Background: an optimization exercise with open tools, aiming at small area, a short achievable clock period and few clock cycles per item. Do not read the settings as production practice. RTL that was checked went through simulation tests only; none was proved equivalent to the original. Power and IR drop assume default switching activity.

== AL ==
==> flow/design.v (excerpt) <==
module joystick_mouse_button_qualifier_unit (
    input  logic                                i_clk,
    input  logic                                i_rst_n,
    input  logic                                s_axis_tvalid,
    output logic                                s_axis_tready,
    input  logic [jmbq_pkg::IN_TDATA_W-1:0]     s_axis_tdata,
    output logic                                m_axis_tvalid,
    input  logic                                m_axis_tready,
    output logic [jmbq_pkg::OUT_TDATA_W-1:0]    m_axis_tdata,
    input  logic                                i_cfg_we,
    input  logic [jmbq_pkg::CFG_IDX_W-1:0]      i_cfg_idx,
    input  logic [jmbq_pkg::CFG_DATA_W-1:0]     i_cfg_wdata
);
Size in the first run: ~120 I/O pins, roughly 0.052 mm2 of cells after synthesis.
Settings: LEC_CHECK=0, CAP_MARGIN=20, CORE_MARGIN=2, CORE_UTILIZATION=40, CTS_CLUSTER_DIAMETER=132, CTS_CLUSTER_SIZE=24, SLEW_MARGIN=20; clock period 10.0 ns.
standard.sh (not shown) runs the stock make flow with config.mk's settings and CLKGATE_MAP_FILE= SYNTH_SCRIPT=/design/flow/synth_recipe.tcl, a recipe that flattens the netlist after the stock synthesis.
==> flow/flow/run.sh <==
#!/bin/bash
# Standard synthesis and layout (the standard.sh, unchanged scripts); the
# only difference from the standard flow's own layout is a larger setup slack margin for
# ORFS's repair_timing steps, so that repair keeps improving paths past the
# point where they meet the (unchanged) 10 ns constraint.
set -euo pipefail
cd "$(dirname "$0")/.."
MARGIN=$(cat flow/margin.txt)
bash standard.sh synth > synth_make.log 2>&1
bash standard.sh SETUP_SLACK_MARGIN=$MARGIN finish > layout_make.log 2>&1
==> flow/flow/margin.txt <==
6.55
Testbench counts of AL, summed over its fixed seeds: cycles 3,296, polls 3,200.
Modified inputs, JK compared to AL
-- flow/design.v --
<<< AL, line 206
        r_booth_yn <= ~w_booth;
    end
    logic [SW:0] w_dx, w_dy;
    assign w_dx = {1'b0, s_axis_tdata[jmbq_pkg::IN_SX_LSB +: SW]} - {1'b0, r_center_x};
    assign w_dy = {1'b0, s_axis_tdata[jmbq_pkg::IN_SY_LSB +: SW]} - {1'b0, r_center_y};
    function automatic logic [AW-1:0] f_mag(input logic [SW:0] d);
        logic [SW-1:0] mag;
        mag = d[SW] ? SW'(-d) : d[SW-1:0];
        f_mag = {!d[SW], 5'b0, mag[SW-1], mag};
    endfunction
    function automatic logic [AW-1:0] f_zone(input logic [AW-1:0] a, input logic [DW-1:0] dz,
>>> JK, line 206
        r_booth_yn <= ~w_booth;
    end
    function automatic logic [AW-1:0] f_mag(input logic [SW-1:0] s, input logic [SW-1:0] c);
        logic [SW:0]   a, b;
        logic [SW-1:0] mag;
        a   = {1'b0, s} - {1'b0, c};
        b   = {1'b0, c} - {1'b0, s};
        mag = a[SW] ? b[SW-1:0] : a[SW-1:0];
        f_mag = {!a[SW], 5'b0, mag[SW-1], mag};
    endfunction
    function automatic logic [AW-1:0] f_zone(input logic [AW-1:0] a, input logic [DW-1:0] dz,
<<< AL, line 260
    logic [AW-1:0]  w_xs [1:NST-1];
    logic [AW-1:0]  w_ys [1:NST-1];
    logic [SW:0]    r_dx, r_dy;
    always_ff @(posedge i_clk) begin
        if (r_en) begin
            r_dx <= w_dx;
            r_dy <= w_dy;
        end
    end
    logic [MW-1:0]  r_mx, r_my;
    always_comb begin
        w_xs[1] = f_mag(r_dx);
        w_ys[1] = f_mag(r_dy);
        w_xs[2] = f_zone(r_xs[1], r_deadzone, r_div);
        w_ys[2] = f_zone(r_ys[1], r_deadzone, r_div);
>>> JK, line 260
    logic [AW-1:0]  w_xs [1:NST-1];
    logic [AW-1:0]  w_ys [1:NST-1];
    logic [SW-1:0]  r_sx, r_sy;
    always_ff @(posedge i_clk) begin
        if (r_en) begin
            r_sx <= s_axis_tdata[jmbq_pkg::IN_SX_LSB +: SW];
            r_sy <= s_axis_tdata[jmbq_pkg::IN_SY_LSB +: SW];
        end
    end
    logic [MW-1:0]  r_mx, r_my;
    always_comb begin
        w_xs[1] = f_mag(r_sx, r_center_x);
        w_ys[1] = f_mag(r_sy, r_center_y);
        w_xs[2] = f_zone(r_xs[1], r_deadzone, r_div);
        w_ys[2] = f_zone(r_ys[1], r_deadzone, r_div);
--- outcome ---
Clock share of power: lower on AL. JK vs AL: post-synthesis simple-gate area fraction down. Going from AL to JK, the critical path depth was found to have gone down by 2. The highest routing layer actually used comes out met5 in one run and met4 in the other, namely in JK and AL respectively. Vias after detailed routing on JK is down relative to AL. Compared JK against AL; fraction of final layout cells sized beyond drive strength 1 within noise. The post-route total power number comes out higher for AL vs JK. Changes observed in JK relative to AL: final design instance area without fill fell 0.90%, number of distinct standard cells referenced by the synthesized netlist increased by 3.7% relative to the old numbers, multi-input combinational gate total lost about 4.7%.
The RTL of JK was laid out without a check of its function.

joystick_mouse_button_qualifier_unit, a different RTL version from the one above (not shown whole).
For scale: ~870 flip-flops, about 120 I/O pins, ~0.051 mm2 of cells after synthesis.
==> flow/design.v (excerpt) <==
module joystick_mouse_button_qualifier_unit (
    input  logic                                i_clk,
    input  logic                                i_rst_n,
    input  logic                                s_axis_tvalid,
    output logic                                s_axis_tready,
    input  logic [jmbq_pkg::IN_TDATA_W-1:0]     s_axis_tdata,
    output logic                                m_axis_tvalid,
    input  logic                                m_axis_tready,
    output logic [jmbq_pkg::OUT_TDATA_W-1:0]    m_axis_tdata,
    input  logic                                i_cfg_we,
    input  logic [jmbq_pkg::CFG_IDX_W-1:0]      i_cfg_idx,
    input  logic [jmbq_pkg::CFG_DATA_W-1:0]     i_cfg_wdata
);
Settings: LEC_CHECK=0, CAP_MARGIN=20, CORE_MARGIN=2, CORE_UTILIZATION=40, CTS_CLUSTER_DIAMETER=132, CTS_CLUSTER_SIZE=24, SLEW_MARGIN=20; clock period 10.0 ns.
==> flow/flow/run.sh <==
#!/bin/bash
# Standard synthesis and layout (the standard.sh, unchanged scripts); the
# differences from the standard flow's own layout are a larger setup slack margin for
# ORFS's repair_timing steps, so that repair keeps improving paths past the
# point where they meet the (unchanged) 10 ns constraint, and a plain buffer
# (sky130_fd_sc_hd__buf_2) as the cell that buffers every port.
set -euo pipefail
cd "$(dirname "$0")/.."
MARGIN=$(cat flow/margin.txt)
bash standard.sh synth > synth_make.log 2>&1
bash standard.sh SETUP_SLACK_MARGIN=$MARGIN "BUFFER_PORTS_ARGS=-buffer_cell sky130_fd_sc_hd__buf_2" finish > layout_make.log 2>&1
==> flow/flow/margin.txt <==
6.65
Testbench counts at the start, summed over its fixed seeds: cycles 3,288, polls 3,200.
Next try:
--- a/flow/design.v
+++ b/flow/design.v
@@ -60,17 +60,17 @@
     localparam int NB = jmbq_pkg::NUM_BTN;
     localparam int TW = jmbq_pkg::TIME_W;
     localparam int SW = jmbq_pkg::SAMPLE_W;
     localparam int KW = jmbq_pkg::KEYS_W;
     localparam int PW = jmbq_pkg::SPEED_W;
     localparam int DW = jmbq_pkg::DZ_W;
     localparam int HW = jmbq_pkg::MS_W;
     localparam int AW = 19;
-    localparam int MW = 28;
+    localparam int MW = 26;
     localparam int BRW = 10;
     logic [SW-1:0] r_center_x, r_center_y;
     logic [DW-1:0] r_deadzone;
     logic [PW-1:0] r_top_speed;
     logic [HW-1:0] r_debounce_ms, r_long_press_ms;
     always_ff @(posedge i_clk) begin
         if (!i_rst_n) begin
             r_center_x      <= jmbq_pkg::RST_CENTER;
@@ -222,33 +222,33 @@
         else if (e[SW] || e == '0)   m = '0;
         else                         m = e[SW-1:0];
         f_zone = {a[AW-1], 6'b0, m};
     endfunction
     function automatic logic [MW-1:0] f_mul(input logic [AW-1:0] a, input logic [11:0] bd);
         logic [17:0] row [4];
         logic [13:0] m;
         logic [17:0] ext, s1, c1, s2, c2;
-        logic [10:0] lo;
+        logic [12:0] lo;
         for (int i = 0; i < 4; i++) begin
             m = bd[3*i] ? {2'b0, a[SW-1:0]} : bd[3*i+1] ? {1'b0, a[SW-1:0], 1'b0} : 14'd0;
             if (bd[3*i+2]) m = ~m;
             ext = {{4{m[13]}}, m};
             row[i] = ext << (2 * i);
             if (i > 0) row[i][2*i-2] = bd[3*(i-1)+2];
         end
         s1 = row[0] ^ row[1] ^ row[2];
         c1 = ((row[0] & row[1]) | (row[0] & row[2]) | (row[1] & row[2])) << 1;
         s2 = s1 ^ c1 ^ row[3];
         c2 = ((s1 & c1) | (s1 & row[3]) | (c1 & row[3])) << 1;
-        lo = {1'b0, s2[9:0]} + {1'b0, c2[9:0]};
-        f_mul = {a[AW-1], s2[17:10], c2[17:10], lo};
+        lo = {1'b0, s2[11:0]} + {1'b0, c2[11:0]};
+        f_mul = {a[AW-1], s2[17:12], c2[17:12], lo};
     endfunction
     function automatic logic [AW-1:0] f_sum(input logic [MW-1:0] a);
-        f_sum = {a[MW-1], a[26:19] + a[18:11] + {7'd0, a[10]}, a[9:0]};
+        f_sum = {a[MW-1], a[24:19] + a[18:13] + {5'd0, a[12]}, a[11:0]};
     endfunction
     function automatic logic [AW-1:0] f_div(input logic [AW-1:0] a, input logic [DW-1:0] dz);
         logic [SW-1:0] t;
         logic [SW:0]   s;
         t = a[17:6];
         s = {1'b0, t} + {2'b01, dz};
         f_div = {a[AW-1], s[SW] ? s[10:0] : t[10:0], a[5:0], s[SW]};
     endfunction
After rerunning: Non-clock buffer count goes down by 6. Global-route usage climbs by 0.23 points. Clock power went down by about 4%. Total power went down by 1.3%. Setup slack loses 0.15 ns. Cell count drops by 1.7%. Die area drops by 1.4%. Via count falls by 3.0%. Sequential cell count shrinks by 4. Count of clock-buffer cells in the layout falls by 2. First-iteration DRC count goes down by 18%.
Testbench counts after the change, summed over its fixed seeds: cycles 3,288, polls 3,200.

main:
joystick_mouse_button_qualifier_unit, a different RTL version from the one above (not shown whole).
For scale: about 910 flip-flops, about 120 I/O pins, ~51000 um^2 of cells after synthesis.
## joystick_mouse_button_qualifier_unit
module joystick_mouse_button_qualifier_unit (
    input  logic                                i_clk,
    input  logic                                i_rst_n,
    input  logic                                s_axis_tvalid,
    output logic                                s_axis_tready,
    input  logic [jmbq_pkg::IN_TDATA_W-1:0]     s_axis_tdata,
    output logic                                m_axis_tvalid,
    input  logic                                m_axis_tready,
    output logic [jmbq_pkg::OUT_TDATA_W-1:0]    m_axis_tdata,
    input  logic                                i_cfg_we,
    input  logic [jmbq_pkg::CFG_IDX_W-1:0]      i_cfg_idx,
    input  logic [jmbq_pkg::CFG_DATA_W-1:0]     i_cfg_wdata
);
export LEC_CHECK = 0
export CAP_MARGIN = 20
export CORE_MARGIN = 2
export CORE_UTILIZATION = 40
export CTS_CLUSTER_DIAMETER = 132
export CTS_CLUSTER_SIZE = 24
export SLEW_MARGIN = 20
create_clock -name core_clock -period 10.0 [get_ports {i_clk}]
==> flow/flow/run.sh <==
#!/bin/bash
# Standard synthesis and layout (the standard.sh, unchanged scripts); the
# only difference from the standard flow's own layout is a larger setup slack margin for
# ORFS's repair_timing steps, so that repair keeps improving paths past the
# point where they meet the (unchanged) 10 ns constraint.
set -euo pipefail
cd "$(dirname "$0")/.."
MARGIN=$(cat flow/margin.txt)
bash standard.sh synth > synth_make.log 2>&1
bash standard.sh SETUP_SLACK_MARGIN=$MARGIN finish > layout_make.log 2>&1
==> flow/flow/margin.txt <==
6.55
main reached the end of the flow, and the finished layout is clean on the timing, design-rule and antenna checks.
--- input diff main..the feature branch ---
-- flow/design.v --
<<< main, line 66
    localparam int HW = jmbq_pkg::MS_W;
    localparam int AW = 19;
    localparam int MW = 26;
    localparam int BRW = 10;
    logic [SW-1:0] r_center_x, r_center_y;
>>> the feature branch, line 66
    localparam int HW = jmbq_pkg::MS_W;
    localparam int AW = 19;
    localparam int MW = 32;
    localparam int BRW = 10;
    logic [SW-1:0] r_center_x, r_center_y;
<<< main, line 226
        logic [13:0] m;
        logic [17:0] ext, s1, c1, s2, c2;
        logic [12:0] lo;
        for (int i = 0; i < 4; i++) begin
            m = bd[3*i] ? {2'b0, a[SW-1:0]} : bd[3*i+1] ? {1'b0, a[SW-1:0], 1'b0} : 14'd0;
>>> the feature branch, line 226
        logic [13:0] m;
        logic [17:0] ext, s1, c1, s2, c2;
        logic [6:0]  lo;
        for (int i = 0; i < 4; i++) begin
            m = bd[3*i] ? {2'b0, a[SW-1:0]} : bd[3*i+1] ? {1'b0, a[SW-1:0], 1'b0} : 14'd0;
<<< main, line 238
        s2 = s1 ^ c1 ^ row[3];
        c2 = ((s1 & c1) | (s1 & row[3]) | (c1 & row[3])) << 1;
        lo = {1'b0, s2[11:0]} + {1'b0, c2[11:0]};
        f_mul = {a[AW-1], s2[17:12], c2[17:12], lo};
    endfunction
    function automatic logic [AW-1:0] f_sum(input logic [MW-1:0] a);
        f_sum = {a[MW-1], a[24:19] + a[18:13] + {5'd0, a[12]}, a[11:0]};
    endfunction
    function automatic logic [AW-1:0] f_div(input logic [AW-1:0] a, input logic [DW-1:0] dz);
>>> the feature branch, line 238
        s2 = s1 ^ c1 ^ row[3];
        c2 = ((s1 & c1) | (s1 & row[3]) | (c1 & row[3])) << 1;
        lo = {1'b0, s2[5:0]} + {1'b0, c2[5:0]};
        f_mul = {a[AW-1], s2[17:6], c2[17:6], lo};
    endfunction
    function automatic logic [AW-1:0] f_sum(input logic [MW-1:0] a);
        f_sum = {a[MW-1], a[30:19] + a[18:7] + {11'd0, a[6]}, a[5:0]};
    endfunction
    function automatic logic [AW-1:0] f_div(input logic [AW-1:0] a, input logic [DW-1:0] dz);
<<< main, line 251
        f_div = {a[AW-1], s[SW] ? s[10:0] : t[10:0], a[5:0], s[SW]};
    endfunction
    localparam int NST = 10;
    logic           r_vs [1:NST-1];
    logic [BRW-1:0] r_bs [1:NST-1];
>>> the feature branch, line 251
        f_div = {a[AW-1], s[SW] ? s[10:0] : t[10:0], a[5:0], s[SW]};
    endfunction
    localparam int NST = 11;
    logic           r_vs [1:NST-1];
    logic [BRW-1:0] r_bs [1:NST-1];
<<< main, line 273
        w_xs[3] = '0;
        w_ys[3] = '0;
        w_xs[4] = f_div(f_sum(r_mx), r_deadzone);
        w_ys[4] = f_div(f_sum(r_my), r_deadzone);
        for (int k = 5; k < NST; k++) begin
            w_xs[k] = f_div(r_xs[k-1], r_deadzone);
>>> the feature branch, line 273
        w_xs[3] = '0;
        w_ys[3] = '0;
        w_xs[4] = f_sum(r_mx);
        w_ys[4] = f_sum(r_my);
        for (int k = 5; k < NST; k++) begin
            w_xs[k] = f_div(r_xs[k-1], r_deadzone);
## What came out
The feature branch vs. main: sequential standard cell area went up by about 7%; wire length went up by 9400 um; layout sequential cell count went up by 61.
Between the feature branch and main, it is the feature branch whose routing usage on met2 is higher, by 0.81 points.
Time the final worst path needs with I/O delays and setup delta for the feature branch relative to main: 0.096 ns higher
Comparing the feature branch and main, the higher met3 usage in global routing is on the feature branch.
Of the two values seen for end point of the critical path, r_bs[1][5]$_DFFE_PP_ was produced by the feature branch and r_w_deb[16]$_DFFE_PP_ by main.
Cmp the feature branch and main / number of fill cells in the layout / higher: the feature branch
In the feature branch relative to main, power had gone down by a few percent.
Delta (the feature branch minus main): via count of the routed design went up 4.2%, post-CTS setup buffer count went down by 15, count of clock-buffer cells in the layout higher, non-clock buffer count now larger.
Function was not checked in any run of this note: the RTL went through the layout flow alone.

==> what the ideal ports hide <==
The flow's constraints put no driver on any port. The routed layouts listed below were extracted and timed again, unchanged, in two steps. Step 1: set_driving_cell puts a clkbuf_16 on i_clk and a buf_2 on each other input, an assumption about the parent block. Step 2 adds t to the input delays and takes it off the output delays; t is the mean of the earliest and latest rising clock arrival at the registers after step 1. Input paths then give back, and output paths get back, about the clock's delay inside the block. a / b / c = ideal / step 1 / step 2; a / b = the first two.
run	shift t [ns]	slack for setup (ns)	hold slack, ns	worst setup path after step 2
AL	0.716	6.594 / 6.571 / 5.922	0.415 / 0.415 / 0.415	input to register
JK	0.722	6.540 / 6.540 / 6.058	0.377 / 0.377 / 0.377	input to register
the first run of note 2	0.723	6.666 / 6.619 / 6.375	0.399 / 0.399 / 0.399	input to register
the second run of note 2	0.697	6.514 / 6.441 / 6.121	0.410 / 0.410 / 0.410	input to register
main	0.737	6.313 / 6.341 / 5.604	0.397 / 0.397 / 0.397	input to register
the feature branch	0.750	6.216 / 6.217 / 5.535	0.382 / 0.382 / 0.382	input to register
After both steps setup and hold are still met in every run listed. The setup slack of main, which loses most, moves by +0.028 ns with the drivers and by -0.709 ns with both steps.
